This is an optimization exercise on Yosys and OpenROAD, whose aim is small area, not a production implementation.
Function was checked by simulation only, so behaviour that the tests miss may differ from the original.
The flow treats the clock pin as an ideal source, which a real chip does not have.
Power figures rest on the tool's default switching activity, not on a simulated workload.

[design/flow/flow/run.sh]
#!/bin/bash
# Standard ORFS layout (the standard.sh, standard synthesis unchanged) with these changes:
#  - after floorplan, the combinational logic is re-mapped for area with OpenROAD's
#    restructure, two passes (registers untouched), see flow/remap.tcl; it maps onto a copy of the
#    library without the platform's don't-use cells (flow/libfilter.py);
#  - port buffers are sky130_fd_sc_hd__buf_1 (every input and output still gets one);
#  - the clock tree uses clkbuf_8 with larger sink clusters and no dummy loads.
# Each tool's full output goes to a log file here; ORFS's per-step logs stay in orfs/logs.
set -euo pipefail
KNOBS=(
  'BUFFER_PORTS_ARGS=-buffer_cell sky130_fd_sc_hd__buf_1'
  'SKIP_REPAIR_TIE_FANOUT=1'
  'CTS_ARGS=-sink_clustering_enable -repair_clock_nets -buf_list sky130_fd_sc_hd__clkbuf_8 -sink_clustering_size 15 -sink_clustering_max_diameter 100 -sink_buffer_max_cap_derate 1.0 -dont_use_dummy_load'
)
bash standard.sh "${KNOBS[@]}" floorplan > flow_make_floorplan.log 2>&1
R=orfs/results/$FLOW_PLATFORM/nco_multi_top/base
mkdir -p remap
python3 flow/libfilter.py $FLOW_HOME/platforms/sky130hd/lib/sky130_fd_sc_hd__tt_025C_1v80.lib \
  remap/usable.lib 'sky130_fd_sc_hd__lpflow_*' 'sky130_fd_sc_hd__probe*' > flow_libfilter.log 2>&1
ODB_IN=$R/2_floorplan.odb ODB_OUT=$R/2_floorplan.odb SDC_IN=$R/2_floorplan.sdc \
  openroad -no_init -exit flow/remap.tcl > flow_remap.log 2>&1
bash standard.sh "${KNOBS[@]}" finish > flow_make_finish.log 2>&1
test -s out/final.def
[design/flow/flow/libfilter.py]
#!/usr/bin/env python3
"""Copy a liberty file without the cells that match any of the given glob patterns
(the platform's don't-use cells), so that a remapping step cannot pick them."""
import fnmatch
import re
import sys

src, dst, *patterns = sys.argv[1:]
text = open(src).read()
out = []
pos = 0
for m in re.finditer(r'\n(\s*)cell\s*\(\s*"?([\w]+)"?\s*\)\s*\{', text):
    if m.start() < pos:
        continue
    name = m.group(2)
    if not any(fnmatch.fnmatch(name, p) for p in patterns):
        continue
    depth = 0
    i = m.end() - 1
    while True:
        c = text[i]
        if c == '{':
            depth += 1
        elif c == '}':
            depth -= 1
            if depth == 0:
                break
        i += 1
    out.append(text[pos:m.start()])
    pos = i + 1
out.append(text[pos:])
open(dst, 'w').write(''.join(out))
[design/flow/flow/remap.tcl]
# Area re-mapping of the combinational logic between the registers (OpenROAD restructure).
set lib $::env(FLOW_HOME)/platforms/sky130hd/lib/sky130_fd_sc_hd__tt_025C_1v80.lib
read_db $::env(ODB_IN)
read_liberty $lib
read_sdc $::env(SDC_IN)
source $::env(FLOW_HOME)/platforms/sky130hd/setRC.tcl
remove_buffers
report_design_area
restructure -target area -liberty_file remap/usable.lib \
  -tielo_port sky130_fd_sc_hd__conb_1/LO -tiehi_port sky130_fd_sc_hd__conb_1/HI \
  -work_dir remap -abc_logfile remap/abc.log
report_design_area
restructure -target area -liberty_file remap/usable.lib \
  -tielo_port sky130_fd_sc_hd__conb_1/LO -tiehi_port sky130_fd_sc_hd__conb_1/HI \
  -work_dir remap -abc_logfile remap/abc2.log
report_design_area
report_worst_slack -max
write_db $::env(ODB_OUT)
[design/flow/standard.sh]
#!/bin/bash
# synth_recipe.tcl (not shown) runs the flow's synth.tcl, then flattens the netlist and writes it again
# the make line also repeats each setting of config.mk as NAME=value (left out here)
make -C /OpenROAD-flow-scripts/flow DESIGN_CONFIG=/design/flow/config.mk WORK_HOME=/design/flow/orfs CLKGATE_MAP_FILE= SYNTH_SCRIPT=/design/flow/synth_recipe.tcl "${@:-finish}"
[design/flow/config.mk]
export PLATFORM = sky130hd
export DESIGN_NAME = nco_multi_top
export DESIGN_NICKNAME = nco_multi_top
export VERILOG_FILES = /design/flow/design.v
export SDC_FILE = /design/flow/constraint.sdc
export NUM_CORES = 4
export LEC_CHECK = 0
export CAP_MARGIN = 20
export CORE_MARGIN = 2
export CORE_UTILIZATION = 40
export SLEW_MARGIN = 20
[design/flow/constraint.sdc]
create_clock -name core_clock -period 20.0 [get_ports {clk50mhz}]
set_input_delay 4.0000 -clock core_clock [delete_from_list [all_inputs] [get_ports {clk50mhz}]]
set_output_delay 4.0000 -clock core_clock [all_outputs]
set_load 0.01 [all_outputs]
[design/flow/design.v]
package nco_pkg;
  localparam int acc_width    = 32;    
  localparam int sample_width = 16;    
  localparam int level_width  = 16;    
  localparam logic [1:0] wave_off    = 2'd0;
  localparam logic [1:0] wave_saw    = 2'd1;
  localparam logic [1:0] wave_square = 2'd2;
  localparam logic [1:0] wave_tri    = 2'd3;
  localparam int cfg_width = 26;
  localparam int cfg_note  = 22;    
  localparam int cfg_oct   = 18;    
  localparam int cfg_wave  = 16;
  localparam int cfg_level = 0;
  localparam logic [2:0] st_idle  = 3'd0;
  localparam logic [2:0] st_load  = 3'd1;
  localparam logic [2:0] st_step  = 3'd2;
  localparam logic [2:0] st_shape = 3'd3;
  localparam logic [2:0] st_store = 3'd4;
  function automatic logic [23:0] note_base(input logic [3:0] note);
    case (note)
      4'd0:    note_base = 24'd1463107;
      4'd1:    note_base = 24'd1550108;
      4'd2:    note_base = 24'd1642280;
      4'd3:    note_base = 24'd1739936;
      4'd4:    note_base = 24'd1843398;
      4'd5:    note_base = 24'd1953015;
      4'd6:    note_base = 24'd2069148;
      4'd7:    note_base = 24'd2192180;
      4'd8:    note_base = 24'd2322531;
      4'd9:    note_base = 24'd2460658;
      4'd10:   note_base = 24'd2606975;
      4'd11:   note_base = 24'd2761997;
      default: note_base = 24'd0;
    endcase
  endfunction
  localparam logic [7:0] addr_note_oct = 8'h00;    
  localparam logic [7:0] addr_wave     = 8'h04;
  localparam logic [7:0] addr_level    = 8'h08;
  localparam logic [7:0] voice_stride  = 8'h10;    
endpackage
`timescale 1ns/100ps
module nco_multi_top #(
  parameter  int num_voices = 4,
  localparam int mix_width  = nco_pkg::sample_width + $clog2(num_voices)
) (
  input  logic                        clk50mhz,
  input  logic                        rst_n,
  input  logic                        psel,
  input  logic                        penable,
  input  logic                        pwrite,
  input  logic [7:0]                  paddr,
  input  logic [31:0]                 pwdata,
  output logic [31:0]                 prdata,
  output logic                        pready,
  output logic                        pslverr,
  input  logic                        sample_strobe,
  output logic signed [mix_width-1:0] mix_out,
  output logic                        sample_valid
);
  logic [3:0]  note_q  [4];
  logic [3:0]  oct_q   [4];
  logic [1:0]  wave_q  [4];
  logic [15:0] level_q [4];
  logic       amap;
  logic [1:0] av;
  logic [1:0] af;
  assign av   = paddr[5:4];
  assign af   = paddr[3:2];
  assign amap = (paddr[7:6] == 2'd0) && (paddr[1:0] == 2'd0) && (af != 2'd3);
  assign pready  = 1'b1;
  assign pslverr = !amap;    
  logic [3:0] rsel_n;
  logic [3:0] rsel_w;
  logic [3:0] rsel_l;
  always_comb begin
    prdata = '0;
    for (int g = 0; g < 4; g++) begin
      rsel_n[g] = amap && (av == g) && (af == 2'd0);
      rsel_w[g] = amap && (av == g) && (af == 2'd1);
      rsel_l[g] = amap && (av == g) && (af == 2'd2);
      prdata[15:0] = prdata[15:0] | ({8'd0, oct_q[g], note_q[g]} & {16{rsel_n[g]}})
                                  | ({14'd0, wave_q[g]} & {16{rsel_w[g]}})
                                  | (level_q[g] & {16{rsel_l[g]}});
    end
  end
  logic        wr;
  logic [15:0] wd;
  assign wr = psel && penable && pwrite && amap;
  assign wd = pwdata[15:0] & {16{rst_n}};
  for (genvar g = 0; g < 4; g++) begin : g_regs
    always_ff @(posedge clk50mhz) begin
      if (!rst_n || (wr && av == g && af == 2'd0)) begin
        note_q[g] <= wd[3:0];
        oct_q[g]  <= wd[7:4];
      end
      if (!rst_n || (wr && av == g && af == 2'd1)) wave_q[g]  <= wd[1:0];
      if (!rst_n || (wr && av == g && af == 2'd2)) level_q[g] <= wd;
    end
  end
  logic [2:0] seg;
  logic [4:0] bitc;
  logic       seg_end;
  logic       last;      
  assign last    = seg[2] && bitc[4] && bitc[0];
  assign seg_end = last || (bitc == 5'd31);
  always_ff @(posedge clk50mhz) begin
    if (!rst_n) begin
      seg  <= '0;
      bitc <= '0;
    end else if (seg_end) begin
      bitc <= '0;
      seg  <= seg[2] ? 3'b000 : {seg[1] && !seg[0], seg[1] || seg[0], !seg[1]};
    end else begin
      bitc <= bitc + 5'd1;
    end
  end
  logic       busy;        
  logic       run;         
  logic [1:0] rot;         
  logic       acc_zero;    
  always_ff @(posedge clk50mhz) begin
    if (!rst_n) begin
      busy         <= 1'b0;
      run          <= 1'b0;
      rot          <= '0;
      sample_valid <= 1'b0;
      acc_zero     <= 1'b1;
    end else begin
      sample_valid <= run && last && (rot == 2'd2);
      if (sample_strobe && !busy) busy <= 1'b1;
      else if (run && last && (rot == 2'd2)) busy <= 1'b0;
      if (last) begin
        if (run) begin
          rot <= {rot[0], !rot[1]};
          if (rot == 2'd2) run <= 1'b0;
          if (rot == 2'd0) acc_zero <= 1'b0;
        end else if (busy || sample_strobe) begin
          run <= 1'b1;
          rot <= '0;
        end
      end
    end
  end
  logic [3:0]  inc_note;
  logic [3:0]  inc_oct;
  logic [5:0]  idx;
  logic [31:0] col;       
  logic        inc_bit;
  assign inc_note = note_q[seg[1:0]];
  assign inc_oct  = oct_q[seg[1:0]];
  assign idx      = {1'b0, bitc} - {2'b0, inc_oct};
  assign col[0] = (inc_note[1] && inc_note[3]) || (!inc_note[0] && !inc_note[1] && !inc_note[2]) || (inc_note[0] && !inc_note[1] && inc_note[2]);
  assign col[1] = (!inc_note[0] && !inc_note[1]) || (!inc_note[0] && inc_note[3]) || (!inc_note[1] && inc_note[2]) || (!inc_note[1] && inc_note[3]);
  assign col[2] = (inc_note[2]) || (inc_note[1] && inc_note[3]) || (inc_note[0] && !inc_note[1] && !inc_note[3]);
  assign col[3] = (!inc_note[0] && inc_note[1]) || (inc_note[1] && inc_note[3]) || (inc_note[0] && !inc_note[1] && !inc_note[2] && !inc_note[3]);
  assign col[4] = (inc_note[0] && !inc_note[1]) || (inc_note[1] && inc_note[2]) || (!inc_note[0] && inc_note[1] && inc_note[3]);
  assign col[5] = (inc_note[0] && inc_note[2]) || (!inc_note[0] && inc_note[3]) || (inc_note[1] && !inc_note[2] && !inc_note[3]) || (!inc_note[1] && inc_note[3]);
  assign col[6] = (!inc_note[0] && !inc_note[1]) || (!inc_note[0] && inc_note[3]) || (!inc_note[1] && inc_note[2]) || (!inc_note[1] && inc_note[3]);
  assign col[7] = (!inc_note[0] && inc_note[2]) || (!inc_note[1] && inc_note[2]) || (inc_note[0] && !inc_note[1] && inc_note[3]) || (inc_note[0] && inc_note[1] && !inc_note[2] && !inc_note[3]);
  assign col[8] = (inc_note[1] && inc_note[3]) || (!inc_note[1] && !inc_note[2] && !inc_note[3]) || (inc_note[0] && inc_note[3]) || (!inc_note[0] && !inc_note[2] && !inc_note[3]) || (inc_note[0] && inc_note[1] && inc_note[2]);
  assign col[9] = (!inc_note[0] && inc_note[1]) || (!inc_note[1] && !inc_note[2] && !inc_note[3]) || (inc_note[1] && inc_note[2]) || (inc_note[0] && !inc_note[1] && !inc_note[2]);
  assign col[10] = (inc_note[1] && !inc_note[2]) || (inc_note[0] && !inc_note[1] && !inc_note[3]);
  assign col[11] = (inc_note[1] && !inc_note[2] && !inc_note[3]) || (inc_note[0] && !inc_note[1] && inc_note[3]) || (inc_note[0] && !inc_note[1] && inc_note[2]);
  assign col[12] = (inc_note[1] && inc_note[2]) || (!inc_note[0] && !inc_note[1] && !inc_note[2]);
  assign col[13] = (!inc_note[0] && !inc_note[1] && inc_note[3]) || (!inc_note[0] && !inc_note[1] && inc_note[2]) || (inc_note[0] && inc_note[1] && inc_note[3]) || (inc_note[0] && inc_note[1] && inc_note[2]) || (inc_note[0] && !inc_note[1] && !inc_note[2] && !inc_note[3]);
  assign col[14] = (inc_note[0] && inc_note[2]) || (!inc_note[0] && inc_note[3]) || (!inc_note[0] && !inc_note[1] && !inc_note[2]);
  assign col[15] = (inc_note[0] && !inc_note[1]) || (inc_note[0] && !inc_note[2] && !inc_note[3]) || (!inc_note[0] && inc_note[1] && inc_note[3]) || (!inc_note[0] && inc_note[1] && inc_note[2]);
  assign col[16] = (inc_note[0] && !inc_note[1]) || (!inc_note[0] && inc_note[1]) || (inc_note[0] && inc_note[2]) || (!inc_note[0] && inc_note[3]);
  assign col[17] = (inc_note[1] && inc_note[3]) || (!inc_note[1] && !inc_note[2] && !inc_note[3]) || (!inc_note[0] && inc_note[3]) || (inc_note[0] && inc_note[1] && !inc_note[2]) || (!inc_note[0] && inc_note[1] && inc_note[2]);
  assign col[18] = (!inc_note[1] && !inc_note[3]) || (inc_note[0] && !inc_note[1]) || (!inc_note[0] && inc_note[2]) || (!inc_note[0] && inc_note[1] && inc_note[3]);
  assign col[19] = (!inc_note[0] && inc_note[2]) || (inc_note[0] && inc_note[1] && !inc_note[2]) || (!inc_note[1] && inc_note[2]) || (!inc_note[0] && inc_note[1] && !inc_note[3]);
  assign col[20] = (!inc_note[1] && !inc_note[3]) || (!inc_note[2] && !inc_note[3]) || (!inc_note[0] && inc_note[2]);
  assign col[21] = (inc_note[3]) || (inc_note[0] && inc_note[1] && inc_note[2]);
  assign col[31:22] = '0;
  assign inc_bit  = !idx[5] && !(inc_note[3] && inc_note[2]) && col[idx[4:0]];
  logic [145:0] ch;
  logic         head;
  logic         addb;
  logic         tail;
  logic         carry;
  logic [15:0]  p;
  assign head = ch[0] && !(run && (rot == 2'd0) && (seg[2] || acc_zero));
  assign addb = seg[2] ? p[0] : (run && (rot == 2'd0) && inc_bit);
  assign tail = head ^ addb ^ carry;
  always_ff @(posedge clk50mhz) begin
    ch    <= {tail, ch[145:1]};
    carry <= !seg_end && ((head && addb) || (carry && (head ^ addb)));
  end
  assign mix_out = ch[145:128];
  logic        xcur;      
  logic        xprev;     
  logic        a31;       
  logic        stepping;
  logic        shifting;
  logic        lstep;     
  logic [1:0]  wv;
  logic [15:0] lv;
  logic        x;
  logic        addl;
  logic        subl;
  logic [15:0] dv;
  logic [16:0] cy;
  logic [15:0] s;
  always_comb begin
    case (rot)
      2'd0:    xcur = ch[50];
      2'd1:    xcur = ch[82];
      2'd3:    xcur = ch[114];
      default: xcur = ch[0];
    endcase
  end
  always_ff @(posedge clk50mhz) begin
    xprev <= xcur;
    if (bitc == 5'd31 && (seg[1:0] == rot || seg[1:0] == 2'd2) && !seg[2]) a31 <= tail;
  end
  assign stepping = (seg == 3'b010) && bitc[4];
  assign shifting = seg[2];
  assign lstep    = bitc[3:0] == 4'd15;
  assign wv       = wave_q[rot];
  assign lv       = level_q[rot];
  always_comb begin
    case (wv)
      2'd0:    x = lstep;
      2'd1:    x = xcur;
      2'd2:    x = (bitc[3:0] == 4'd0) || !a31;
      default: x = xprev ^ a31;
    endcase
  end
  assign addl = stepping && !lstep && x;
  assign subl = stepping && lstep && !x;
  assign dv    = subl ? ~lv : (addl ? lv : 16'd0);
  assign cy[0] = subl;
  for (genvar k = 0; k < 16; k++) begin : g_add
    assign s[k]    = p[k] ^ dv[k] ^ cy[k];
    assign cy[k+1] = (p[k] & dv[k]) | (cy[k] & (p[k] ^ dv[k]));
  end
  always_ff @(posedge clk50mhz) begin
    p[14:0] <= s[15:1];
    p[15]   <= stepping ? (cy[16] ^ subl) : (shifting && p[15]);
  end
endmodule
==> results of run 1 <==
[final timing paths]
| check | start | end | slack, ns | cells past startpoint |
|---|---|---|---|---|
| max | paddr[4] | prdata[0] | 9.12 | 8 |
| min | ch[116] | ch[115] | 0.30 | 0 |
| max reg2reg | rot[1] | p[15] | 11.25 | 44 |
| min reg2reg | ch[116] | ch[115] | 0.30 | 0 |
[cell families after synthesis]
| logic type | count (synthesis) | synth area share |
|---|---|---|
| muxes | 51 | 0.0840 |
| DFF | 283 | 0.645 |
| AOI/OAI and AO/OA | 135 | 0.0923 |
| xor gates and xnor gates | 9 | 0.00757 |
| adders and majority gates | 29 | 0.0471 |
| buffers and inverters | 112 | 0.0583 |
| other | 2 | 0.000722 |
| and+or+nand+nor | 130 | 0.0644 |
[layout make-up]
class | instances | share of cell area
multi-input combinational | 458 | 0.253
timing repair buffer | 79 | 0.0329
tap | 335 | 0.0395
sequential | 283 | 0.633
inverter | 38 | 0.0134
clock buffer | 22 | 0.0285
[metal layers]
metal  global-route usage  wire length (um)
met2                0.237              9360
met3               0.0275              1900
met1                0.244             10200
met5                    0                 0
met4               0.0427               331
[power by group through the flow]
stage	sequential (mW)	clock, mW	combinational, mW
2_1_floorplan	0.636	0	0.0535
3_3_place_gp	0.664	0	0.0980
3_5_place_dp	0.664	0	0.0999
4_1_cts	0.651	0.275	0.0997
5_1_grt	0.656	0.297	0.115
6_report	0.652	0.263	0.101
[critical path, cell delays in order]
cell and delay (ns):
buf_1 0.30, clkinv_1 0.34, nor3_1 0.48, clkinv_1 0.23, nor2_2 0.84, a222oi_1 0.31, o311ai_0 0.18, buf_1 0.20
[synth_stat cells (4+ instances only)]
cell	instances	area [um^2]
dfxtp_1	178	3560
edfxtp_1	105	3150
inv_1	42	158
buf_4	38	285
a22oi_1	34	255
nor2_1	30	113
nand2_1	29	109
o21ai_0	27	135
mux4_2	26	586
and2_1	20	125
clkbuf_1	18	67.6
mux2i_1	18	180
a21oi_1	17	85.1
fa_1	17	340
ha_1	12	150
a221oi_1	11	96.3
nand3_1	11	55.1
a22o_1	9	78.8
nor2b_1	7	43.8
and3_1	5	31.3
buf_2	5	25.0
buf_6	5	56.3
mux2_2	5	56.3
nor3_1	5	25.0
xor2_1	5	43.8
or2_2	4	25.0
xnor2_1	4	35.0
[state kept, by name, indices dropped and copies added, names as in the netlist]
name,cells
seg,3
ch,146
p,16
sample_valid,1
acc_zero,1
bitc,5
oct_q,16
a31,1
level_q,64
note_q,16
rot,2
carry,1
wave_q,8
busy,1
run,1
xprev,1
==> out/results.tsv, run 1 <==
stage	metric	value	unit
power_and_ir_drop	clockPowerShare	0.259	
layout	layout-drive-gt1-share	0.0455	
grt	grt_first_pass_wirelength	33800	um
timing	holdWs	0.300	ns
cts	post-cts-setup-buffers	0	
placement	placed_area	0.0103	mm^2
critical_path	critPathRequiredTime	16.00	ns
power_and_ir_drop	pwr-share-comb	0.099	
synthesis	yosys_warnings	5	
drt	dr.pass1.iters	5	
layout	antenna_cells	0	
drt	vias_per_cell	5.47	
die	fp.dieArea	0.0273	mm^2
timing	hold_violations	0	
cts	cts_resized	0	
synthesis	yosysSeqAreaShare	0.645	
timing	max-slew-margin-rel	0.255	
synthesis	synthArstFlopShare	0	
layout	areaGrowthSynthToFinish	1.98	%
layout	nFillCells	2409	
timing	fin_ws	9.12	ns
placement	port_buffers	65	
synthesis	syn_avg_cell_area	13.9	um^2
drt	drtIter0Drc	625	
power_and_ir_drop	power_leakage	3.63	nW
critical_path	critical_path_class	in -> out	
grt	grt_max_degree	42	
die	boundaryPins	99	
timing	max_freq	91.9	MHz
die	std_cell_rows	59	
drt	drcViolationCount	0	
power_and_ir_drop	cellPowerDensity	95.7	mW/mm^2
power_and_ir_drop	switching_power	247	uW
cts	ctsHoldBuffers	0	
critical_path	end_kind	output pin	
die	core	0.0258	mm^2
placement	gp_congestion	0.866	
grt	grt_antenna_before_repair	0	
synthesis	yosysUniqueCellTypes	65	
die	dieWidth	165	um
layout	final_common_cell	dfxtp_1	
cts	clkTransAtPathRegs	0.09	ns
synthesis	synth_edf_count	105	
timing	tns	0	ns
timing	drv_slew	0	
power_and_ir_drop	irDropWorstVdd	0.0693	mV
cts	cts_buffer_depth	3	
layout	multiInputGateArea	0.00268	mm^2
layout	fin_nets	928	
placement	dp_hpwl	13600	um
synthesis	synth_area	0.0104	mm^2
critical_path	arrival	6.88	ns
drt	ant_nets	0	
job	drv_cap	0	
cts	cts_buffers	22	
layout	design_area	0.0106	mm^2
die	start_util	0.404	
timing	fin_worst_skew	0.0576	ns
outcome	status	finished clean	
layout	fin_cells	1215	
cts	cts.sinks	283	
synthesis	synth_cells	751	
cts	cts_tree	yes	
timing	worst_pin_slew	1.11	ns
worst_hold_path	hp-class	reg -> reg	
critical_path	start_kind	primary input	
cts	cts_root_buf	clkbuf_8	
grt	grt_overflow	0	
power_and_ir_drop	total_power	1.02	mW
drt	totalWireLength	21800	um
power_and_ir_drop	swShare	0.243	
cts	worstSkewPairLatency	0.56	ns
drt	dr_total_vias	6643	
synthesis	synth_seq_cells	283	
timing	rsz0062_at_grt	false	
placement	place_inst	1193	
power_and_ir_drop	intPower	769	uW
cts	htreeDepth	1	
timing	layout_min_cycle_time	10.88	ns
timing	min_period_over_period	0.544	
drt	drt-wirelength-per-cell	18.0	um
grt	grt_pass1_vias	6130	
synthesis	ys.flop_type	dfxtp_1	
grt	grt_usage	0.160	
die	die_h	165	um
timing	setup_viol	0	
critical_path	crit_path_max_fanout	16	
placement	dpl_worst_slack	9.24	ns
power_and_ir_drop	p_seq_frac	0.642	
layout	regArea	0.00672	mm^2
layout	layout_common_cells	dfxtp_1, edfxtp_1, o22ai_1, buf_1, nor2_1	
layout	final_util	0.412	
==> inputs of run 2 (changes only) <==
--- a/design/flow/flow/run.sh
+++ b/design/flow/flow/run.sh
@@ -3,6 +3,8 @@
 #  - after floorplan, the combinational logic is re-mapped for area with OpenROAD's
 #    restructure, two passes (registers untouched), see flow/remap.tcl; it maps onto a copy of the
 #    library without the platform's don't-use cells (flow/libfilter.py);
+#  - after clock tree synthesis, cells are sized down where timing allows
+#    (flow/recover.tcl);
 #  - port buffers are sky130_fd_sc_hd__buf_1 (every input and output still gets one);
 #  - the clock tree uses clkbuf_8 with larger sink clusters and no dummy loads.
 # Each tool's full output goes to a log file here; ORFS's per-step logs stay in orfs/logs.
@@ -19,5 +21,8 @@
   remap/usable.lib 'sky130_fd_sc_hd__lpflow_*' 'sky130_fd_sc_hd__probe*' > flow_libfilter.log 2>&1
 ODB_IN=$R/2_floorplan.odb ODB_OUT=$R/2_floorplan.odb SDC_IN=$R/2_floorplan.sdc \
   openroad -no_init -exit flow/remap.tcl > flow_remap.log 2>&1
+bash standard.sh "${KNOBS[@]}" cts > flow_make_cts.log 2>&1
+ODB_IN=$R/4_cts.odb ODB_OUT=$R/4_cts.odb SDC_IN=$R/4_cts.sdc \
+  openroad -no_init -exit flow/recover.tcl > flow_recover.log 2>&1
 bash standard.sh "${KNOBS[@]}" finish > flow_make_finish.log 2>&1
 test -s out/final.def
==> design/flow/flow/recover.tcl (new file) <==
# After clock tree synthesis: size cells down where timing allows (OpenROAD power
# recovery), which also lowers cell area. Slew, capacitance and timing limits still hold.
read_db $::env(ODB_IN)
read_liberty $::env(FLOW_HOME)/platforms/sky130hd/lib/sky130_fd_sc_hd__tt_025C_1v80.lib
read_sdc $::env(SDC_IN)
source $::env(FLOW_HOME)/platforms/sky130hd/setRC.tcl
set_propagated_clock [all_clocks]
set_dont_use [get_lib_cells {sky130_fd_sc_hd__lpflow_* sky130_fd_sc_hd__probe*}]
estimate_parasitics -placement
report_design_area
repair_timing -recover_power 100 -verbose
detailed_placement
check_placement
estimate_parasitics -placement
report_design_area
report_worst_slack -max
report_worst_slack -min
report_check_types -max_slew -max_capacitance -violators
write_db $::env(ODB_OUT)
==> run 2 against run 1 <==
  * Still clean on timing, DRC and antenna
  * Clock skew barely moved
  * Synthesized area did not move
  * Synthesized cell count did not move
  * Combinational power barely moved
==> out/results.tsv, run 2 <==
stage	metric	value	unit
outcome	status	finished clean	
grt	grt_pass1_vias	6132	
critical_path	reg2reg_depth	44	
timing	setup_viol	0	
power_and_ir_drop	pwr-share-comb	0.099	
cts	cts_buffers	22	
cts	cts.sinks	283	
cts	worstSkewPairLatency	0.55	ns
timing	hold_violations	0	
drt	totalWireLength	21800	um
die	die_h	165	um
critical_path	path_delay_family	simple AND/OR/NAND/NOR gates	
timing	min_period_over_period	0.539	
synthesis	yosys_warnings	5	
drt	ant_nets	0	
cts	clkTransAtPathRegs	0.09	ns
drt	drcViolationCount	0	
cts	htreeDepth	1	
critical_path	critPathSlowestCell	nor2_1	
synthesis	yosys.cell_count.top_type	dfxtp_1	
layout	layout_common_cells	dfxtp_1, edfxtp_1, o22ai_1, nor2_1, buf_1	
layout	layout-drive-gt1-share	0.0519	
timing	rsz0062_at_grt	false	
synthesis	synthTopCellsByArea	dfxtp_1, edfxtp_1, mux4_2, fa_1, buf_4	
worst_hold_path	hp-class	reg -> reg	
critical_path	crit_path_max_fanout	8	
layout	largest_reg_flops	146	
critical_path	critical_path_class	in -> out	
die	dieWidth	165	um
worst_hold_path	min_path_cells	0	
timing	fin_worst_skew	0.0577	ns
synthesis	synth_seq_cells	283	
synthesis	synthArstFlopShare	0	
timing	worst_pin_slew	1.13	ns
critical_path	path_buf_inv	4	
critical_path	cpMostUsedCell	clkinv_1	
drt	dr_total_vias	6644	
die	core	0.0258	mm^2
critical_path	start_kind	primary input	
grt	grt_usage	0.160	
layout	fin_nets	935	
power_and_ir_drop	swShare	0.244	
layout	final_common_cell	dfxtp_1	
timing	max-slew-margin-rel	0.239	
synthesis	synth_edf_count	105	
synthesis	ys.flop_type	dfxtp_1	
layout	top_regs	ch x146, level_q x64	
layout	antenna_cells	0	
timing	max_freq	92.8	MHz
grt	grt_max_degree	42	
timing	drv_slew	0	
layout	areaGrowthSynthToFinish	2.58	%
drt	vias_per_cell	5.44	
placement	dp_hpwl	13600	um
synthesis	synth_area	0.0104	mm^2
grt	grt_first_pass_wirelength	33800	um
critical_path	critPathRequiredTime	16.00	ns
critical_path	end_kind	output pin	
synthesis	synth_cells	751	
drt	dr.pass1.iters	5	
power_and_ir_drop	irDropWorstVdd	0.0693	mV
placement	placed_area	0.0103	mm^2
job	drv_cap	0	
grt	grt_overflow	0	
die	start_util	0.404	
timing	tns	0	ns
worst_hold_path	hp-start	ch[118]	
power_and_ir_drop	power_leakage	3.67	nW
synthesis	synthTopCellsByCount	dfxtp_1, edfxtp_1, inv_1	
cts	cts_resized	0	
die	boundaryPins	99	
drt	drtIter0Drc	587	
critical_path	worstPathCellList	clkbuf_1 -> clkinv_1 -> nor3_1 -> clkinv_1 -> nor2_1 -> a222oi_1 -> o311ai_0 -> buf_1	
cts	post-cts-setup-buffers	0	
timing	layout_min_cycle_time	10.78	ns
synthesis	yosysTopAreaCell	dfxtp_1	
die	fp.dieArea	0.0273	mm^2
synthesis	syn_avg_cell_area	13.9	um^2
die	std_cell_rows	59	
drt	drt-wirelength-per-cell	17.9	um
grt	grt_antenna_before_repair	0	
power_and_ir_drop	switching_power	248	uW
worst_hold_path	holdPathEnd	ch[117]	
critical_path	reg2reg_from	rot[1]	
critical_path	timing.rr.end	p[15]	
power_and_ir_drop	clockPowerShare	0.259	
placement	port_buffers	65	
cts	ctsHoldBuffers	0	
power_and_ir_drop	intPower	769	uW
critical_path	arrival	6.78	ns
power_and_ir_drop	p_seq_frac	0.641	
layout	regMostFlops	ch	
critical_path	cpPeakStageDelay	0.75	ns
placement	gp_congestion	0.866	
layout	design_area	0.0107	mm^2
cts	cts_buffer_depth	3	
cts	cts_tree	yes	
synthesis	synth_top_cell_area_share	0.342	
cts	cts_root_buf	clkbuf_8	
critical_path	crit_path_start	paddr[4]	
power_and_ir_drop	cellPowerDensity	95.2	mW/mm^2
synthesis	yosysSeqAreaShare	0.645	
synthesis	yosysUniqueCellTypes	65	
critical_path	r2r_slack	11.52	ns
-- run 2: layer usage --
layer / routed length [um] / up-vias / track usage
li1: - / 3193 / -
met1: 10200 / 3127 / 0.244
met2: 9260 / 294 / 0.237
met3: 2050 / 30 / 0.0275
met4: 346 / 0 / 0.0427
met5: 0 / - / 0
-- run 2: worst register-to-register path, delay by kind of cell (launching register included) --
kind | cells | cell delay [ns]
buffers and inverters | 4 | 1.02
and+or+nand+nor | 19 | 1.90
AOI/OAI and AO/OA | 21 | 5.16
DFF | 1 | 0.31
-- run 2: worst max-delay path by stage --
stage,to,slack (ns),cells past startpoint
floorplan,prdata[3],10.19,8
CTS,prdata[0],9.24,8
global route,prdata[5],9.00,9
global placement,prdata[5],9.33,9
detailed placement,prdata[0],9.24,8
finish,prdata[0],9.22,8
-- run 2: cell families after synthesis --
family / Yosys count / share of synthesized area
flip-flops: 283 / 0.645
AO/OA/AOI/OAI: 135 / 0.0923
AND/OR/NAND/NOR: 130 / 0.0644
buffers and inverters: 112 / 0.0583
multiplexers: 51 / 0.0840
adder cells (fa/ha/maj): 29 / 0.0471
XOR/XNOR: 9 / 0.00757
other: 2 / 0.000722
-- run 2: stage by stage --
step / worst slack, ns / instances / power [mW] / hold WS (ns) / utilization
final: 9.22 / 1222 / 1.02 / 0.301 / 0.414
after global routing: 9.00 / 1222 / 1.07 / 0.281 / 0.414
after CTS: 9.24 / 1215 / 1.03 / 0.278 / 0.412
after detailed placement: 9.24 / 1193 / 0.764 / 0.312 / 0.400
after global placement: 9.33 / 1193 / 0.762 / 0.311 / 0.400
after floorplan: 10.19 / 751 / 0.690 / 0.310 / -
-- run 2: final cells by class --
class                           instances  area [um^2]
Clock buffer                           22          303
Inverter                               38          143
Fill cell                            2406        15100
Multi-Input combinational cell        458         2680
Tap cell                              335          419
Sequential cell                       283         6720
Timing Repair Buffer                   86          412
-- run 2: power by group through the flow --
stage          logic [mW]  clock network, mW  registers, mW
6_report            0.101              0.264          0.652
5_1_grt             0.115              0.297          0.656
4_1_cts            0.0997              0.275          0.651
3_5_place_dp       0.0999                  0          0.664
3_3_place_gp       0.0980                  0          0.664
2_1_floorplan      0.0535                  0          0.636
==> inputs of run 3 (changes only) <==
==> design/flow/flow/run.sh (replaced) <==
#!/bin/bash
# Standard ORFS layout (the standard.sh) with these changes:
#  - after the standard synthesis (run unchanged), the combinational gates between the
#    registers are re-mapped for area with ABC (flow/resynth.tcl, flow/resynth.abc); the
#    registers and tie cells keep their instances, names and cell types. The mapping uses
#    a copy of the library without the platform's don't-use cells (flow/libfilter.py);
#  - port buffers are sky130_fd_sc_hd__buf_1 (every input and output still gets one);
#  - the clock tree uses clkbuf_8 with larger sink clusters and no dummy loads.
# Each tool's full output goes to a log file here; ORFS's per-step logs stay in orfs/logs.
set -euo pipefail
KNOBS=(
  'BUFFER_PORTS_ARGS=-buffer_cell sky130_fd_sc_hd__buf_1'
  'CTS_ARGS=-sink_clustering_enable -repair_clock_nets -buf_list sky130_fd_sc_hd__clkbuf_8 -sink_clustering_size 15 -sink_clustering_max_diameter 100 -sink_buffer_max_cap_derate 1.0 -dont_use_dummy_load'
)
YOSYS=${YOSYS_EXE:-$FLOW_HOME/../tools/install/yosys/bin/yosys}
bash standard.sh "${KNOBS[@]}" synth > flow_make_synth.log 2>&1
R=orfs/results/$FLOW_PLATFORM/nco_multi_top/base
mkdir -p remap
python3 flow/libfilter.py $FLOW_HOME/platforms/sky130hd/lib/sky130_fd_sc_hd__tt_025C_1v80.lib \
  remap/usable.lib 'sky130_fd_sc_hd__lpflow_*' 'sky130_fd_sc_hd__probe*' > flow_libfilter.log 2>&1
cp $R/1_2_yosys.v remap/standard_netlist.v
RESYNTH_LIB=remap/usable.lib RESYNTH_IN=remap/standard_netlist.v RESYNTH_OUT=remap/resynth.v \
  RESYNTH_ABC=flow/resynth.abc "$YOSYS" -c flow/resynth.tcl > flow_resynth.log 2>&1
cp remap/resynth.v $R/1_2_yosys.v
rm -f $R/1_synth.odb $R/1_synth.sdc
bash standard.sh "${KNOBS[@]}" finish > flow_make_finish.log 2>&1
test -s out/final.def
==> design/flow/flow/resynth.abc (new file) <==
&get -n
&deepsyn -T 40
&put
dch -f
&get -n
&nf -R 1000
&put
==> design/flow/flow/resynth.tcl (new file) <==
# Re-map the combinational logic of the standard synthesis netlist for area with ABC.
# The registers and tie cells stay as they are (same instances, names and cell types):
# their library cells are black boxes here, so only the gates between them are re-mapped.
yosys -import
set lib $::env(RESYNTH_LIB)
read_liberty -ignore_miss_func $lib
blackbox sky130_fd_sc_hd__*df* sky130_fd_sc_hd__*dl* sky130_fd_sc_hd__conb*
read_verilog $::env(RESYNTH_IN)
hierarchy -top $::env(FLOW_TOP)
flatten
hierarchy -top $::env(FLOW_TOP) -purge_lib
opt_clean -purge
techmap
opt -fast -purge
abc -liberty $lib -script $::env(RESYNTH_ABC)
opt_clean -purge
hilomap -singleton -hicell sky130_fd_sc_hd__conb_1 HI -locell sky130_fd_sc_hd__conb_1 LO
opt_clean -purge
insbuf -buf sky130_fd_sc_hd__buf_4 A X
splitnets
# flattened names such as _412_.Y become plain _N_ names
yosys rename -hide w:*.*
opt_clean -purge
stat -liberty $lib
write_verilog -noattr -noexpr -nohex -nodec $::env(RESYNTH_OUT)
removed: design/flow/flow/recover.tcl
removed: design/flow/flow/remap.tcl
==> run 3 against run 2 <==
  * Die area is 6.2% lower
  * Fmax is 1.6% higher
  * Via count shrank 7.4%
  * Highest routed layer unchanged
  * Register-to-register slack gained 0.40 ns
  * Cell count shrank 5.6%
  * Critical path depth unchanged
  * Combinational power shrank 45%
  * Routed wire length is 3.2% lower
  * Synthesized cell count fell by 0.67%
  * Utilization up 2.8 points
  * Cell area hardly changed
  * Still clean on timing, DRC and antenna
==> out/results.tsv, run 3 <==
stage	metric	value	unit
critical_path	reg2reg_from	rot[0]	
placement	placed_area	0.0104	mm^2
critical_path	r2r_slack	11.92	ns
critical_path	reg2reg_depth	31	
power_and_ir_drop	irDropWorstVdd	0.0624	mV
layout	layout_common_cells	dfxtp_1, edfxtp_1, buf_1, a22oi_1, nand2_1	
drt	ant_nets	0	
critical_path	crit_path_start	paddr[1]	
die	start_util	0.404	
drt	drcViolationCount	0	
cts	ctsHoldBuffers	0	
timing	setup_viol	0	
power_and_ir_drop	clockPowerShare	0.278	
grt	grt_antenna_before_repair	0	
critical_path	critical_path_class	in -> out	
layout	top_regs	ch x146, level_q x64	
power_and_ir_drop	cellPowerDensity	88.5	mW/mm^2
cts	cts_buffer_depth	3	
cts	cts_resized	0	
layout	antenna_cells	0	
placement	place_inst	1132	
drt	drtIter0Drc	463	
outcome	status	finished clean	
timing	min_period_over_period	0.530	
synthesis	synth_area	0.00975	mm^2
cts	post-cts-setup-buffers	0	
cts	cts_buffers	22	
placement	gp_congestion	0.835	
die	fp.dieArea	0.0256	mm^2
critical_path	timing.rr.end	p[15]	
cts	worstSkewPairLatency	0.54	ns
job	drv_cap	0	
synthesis	synth_cells	746	
power_and_ir_drop	swShare	0.222	
cts	htreeDepth	1	
layout	final_common_cell	dfxtp_1	
die	std_cell_rows	57	
synthesis	syn_avg_cell_area	13.1	um^2
power_and_ir_drop	total_power	944	uW
timing	layout_min_cycle_time	10.61	ns
grt	grt_pass1_vias	5939	
layout	design_area	0.0107	mm^2
timing	hold_violations	0	
die	boundaryPins	99	
grt	grt_max_degree	23	
grt	grt_usage	0.164	
die	die_h	160	um
placement	dp_hpwl	13700	um
timing	drv_slew	0	
critical_path	crit_path_max_fanout	16	
timing	max-slew-margin-rel	0.262	
die	dieWidth	160	um
critical_path	endpoint	prdata[0]	
timing	worst_pin_slew	1.11	ns
timing	rsz0062_at_grt	false	
drt	dr_total_vias	6150	
layout	regMostFlops	ch	
placement	port_buffers	65	
cts	cts_tree	yes	
layout	final_util	0.443	
grt	grt_first_pass_wirelength	32900	um
power_and_ir_drop	power_leakage	3.71	nW
drt	dr.pass1.iters	6	
cts	cts_root_buf	clkbuf_8	
power_and_ir_drop	switching_power	210	uW
drt	drt-wirelength-per-cell	18.3	um
critical_path	critPathRequiredTime	16.00	ns
cts	clkTransAtPathRegs	0.10	ns
power_and_ir_drop	pwr-share-comb	0.059	
drt	totalWireLength	21100	um
power_and_ir_drop	intPower	734	uW
die	core	0.0241	mm^2
synthesis	yosys_warnings	5	
cts	cts.sinks	283	
drt	vias_per_cell	5.33	
timing	tns	0	ns
layout	fin_cells	1154	
layout	fin_nets	878	
timing	fin_worst_skew	0.0386	ns
critical_path	arrival	6.61	ns
layout	layout-drive-gt1-share	0.0614	
power_and_ir_drop	p_seq_frac	0.663	
critical_path	start_kind	primary input	
worst_hold_path	hp-class	reg -> reg	
timing	max_freq	94.3	MHz
critical_path	end_kind	output pin	
grt	grt_overflow	0	
layout	largest_reg_flops	146	
layout	areaGrowthSynthToFinish	9.46	%
[run 3: layer usage]
layer / routed length, um / global-route usage / vias up
met2: 9910 / 0.273 / 237
met4: 551 / 0.0541 / 0
met5: 0 / 0 / -
li1: - / - / 2896
met1: 9170 / 0.221 / 2974
met3: 1490 / 0.0247 / 43
[run 3: worst min path at each step]
stage / from / depth (start not counted) / end / slack, ns
after CTS: ch[7] / 0 / ch[6] / 0.31
after floorplan: ch[1] / 0 / ch[0] / 0.31
after detailed placement: ch[62] / 0 / ch[61] / 0.31
after global routing: ch[7] / 0 / ch[6] / 0.31
final: ch[7] / 0 / ch[6] / 0.32
after global placement: ch[100] / 0 / ch[99] / 0.31
[run 3: through the flow]
step | setup WS [ns] | hold WS, ns
after detailed placement | 9.43 | 0.312
after global routing | 9.29 | 0.313
after CTS | 9.43 | 0.305
final | 9.39 | 0.319
after floorplan | 9.85 | 0.310
after global placement | 9.49 | 0.310
[run 3: layout make-up]
cell class	count	area, um^2
clock buffer	22	303
inverter	5	18.8
fill	2269	13400
multi-input combinational	439	2870
timing repair buffer	81	364
tap	324	405
sequential	283	6720
[run 3: power groups by stage]
stage	combinational [mW]	clock [mW]	sequential [mW]
final	0.0558	0.262	0.626
after CTS	0.0552	0.272	0.626
after global routing	0.0616	0.294	0.629
after detailed placement	0.0550	0	0.640
after floorplan	0.0403	0	0.637
after global placement	0.0550	0	0.639
[run 3: critical path, stage by stage]
cell and delay (ns):
buf_1 0.06, or4_1 0.55, nor2_1 0.14, nand2_1 0.28, nor2_2 0.93, a22oi_1 0.24
nand4_1 0.23, buf_1 0.17

-- separate check: timing with driven ports --
No port has a modelled driver above. Below, the same layouts with a new extraction and two added sets of constraints.
Step 1, drivers: a clkbuf_16 drives clk50mhz and a buf_2 each remaining input, both assumed.
Step 2 also shifts input and output timing later by t, the mid clock arrival at the registers, as if the neighbouring blocks saw the same clock.
Three values: no drivers, after step 1, after step 2; two values: the first two.
| run | t (ns) | setup WS [ns] | worst hold slack (ns) |
|---|---|---|---|
| run 1 | 0.568 | 9.122 / 9.094 / 9.094 | 0.300 / 0.300 / 0.300 |
| run 2 | 0.567 | 9.221 / 9.193 / 9.193 | 0.301 / 0.301 / 0.301 |
| run 3 | 0.559 | 9.394 / 9.375 / 9.375 | 0.319 / 0.319 / 0.319 |
After both steps every run listed still meets setup and hold.
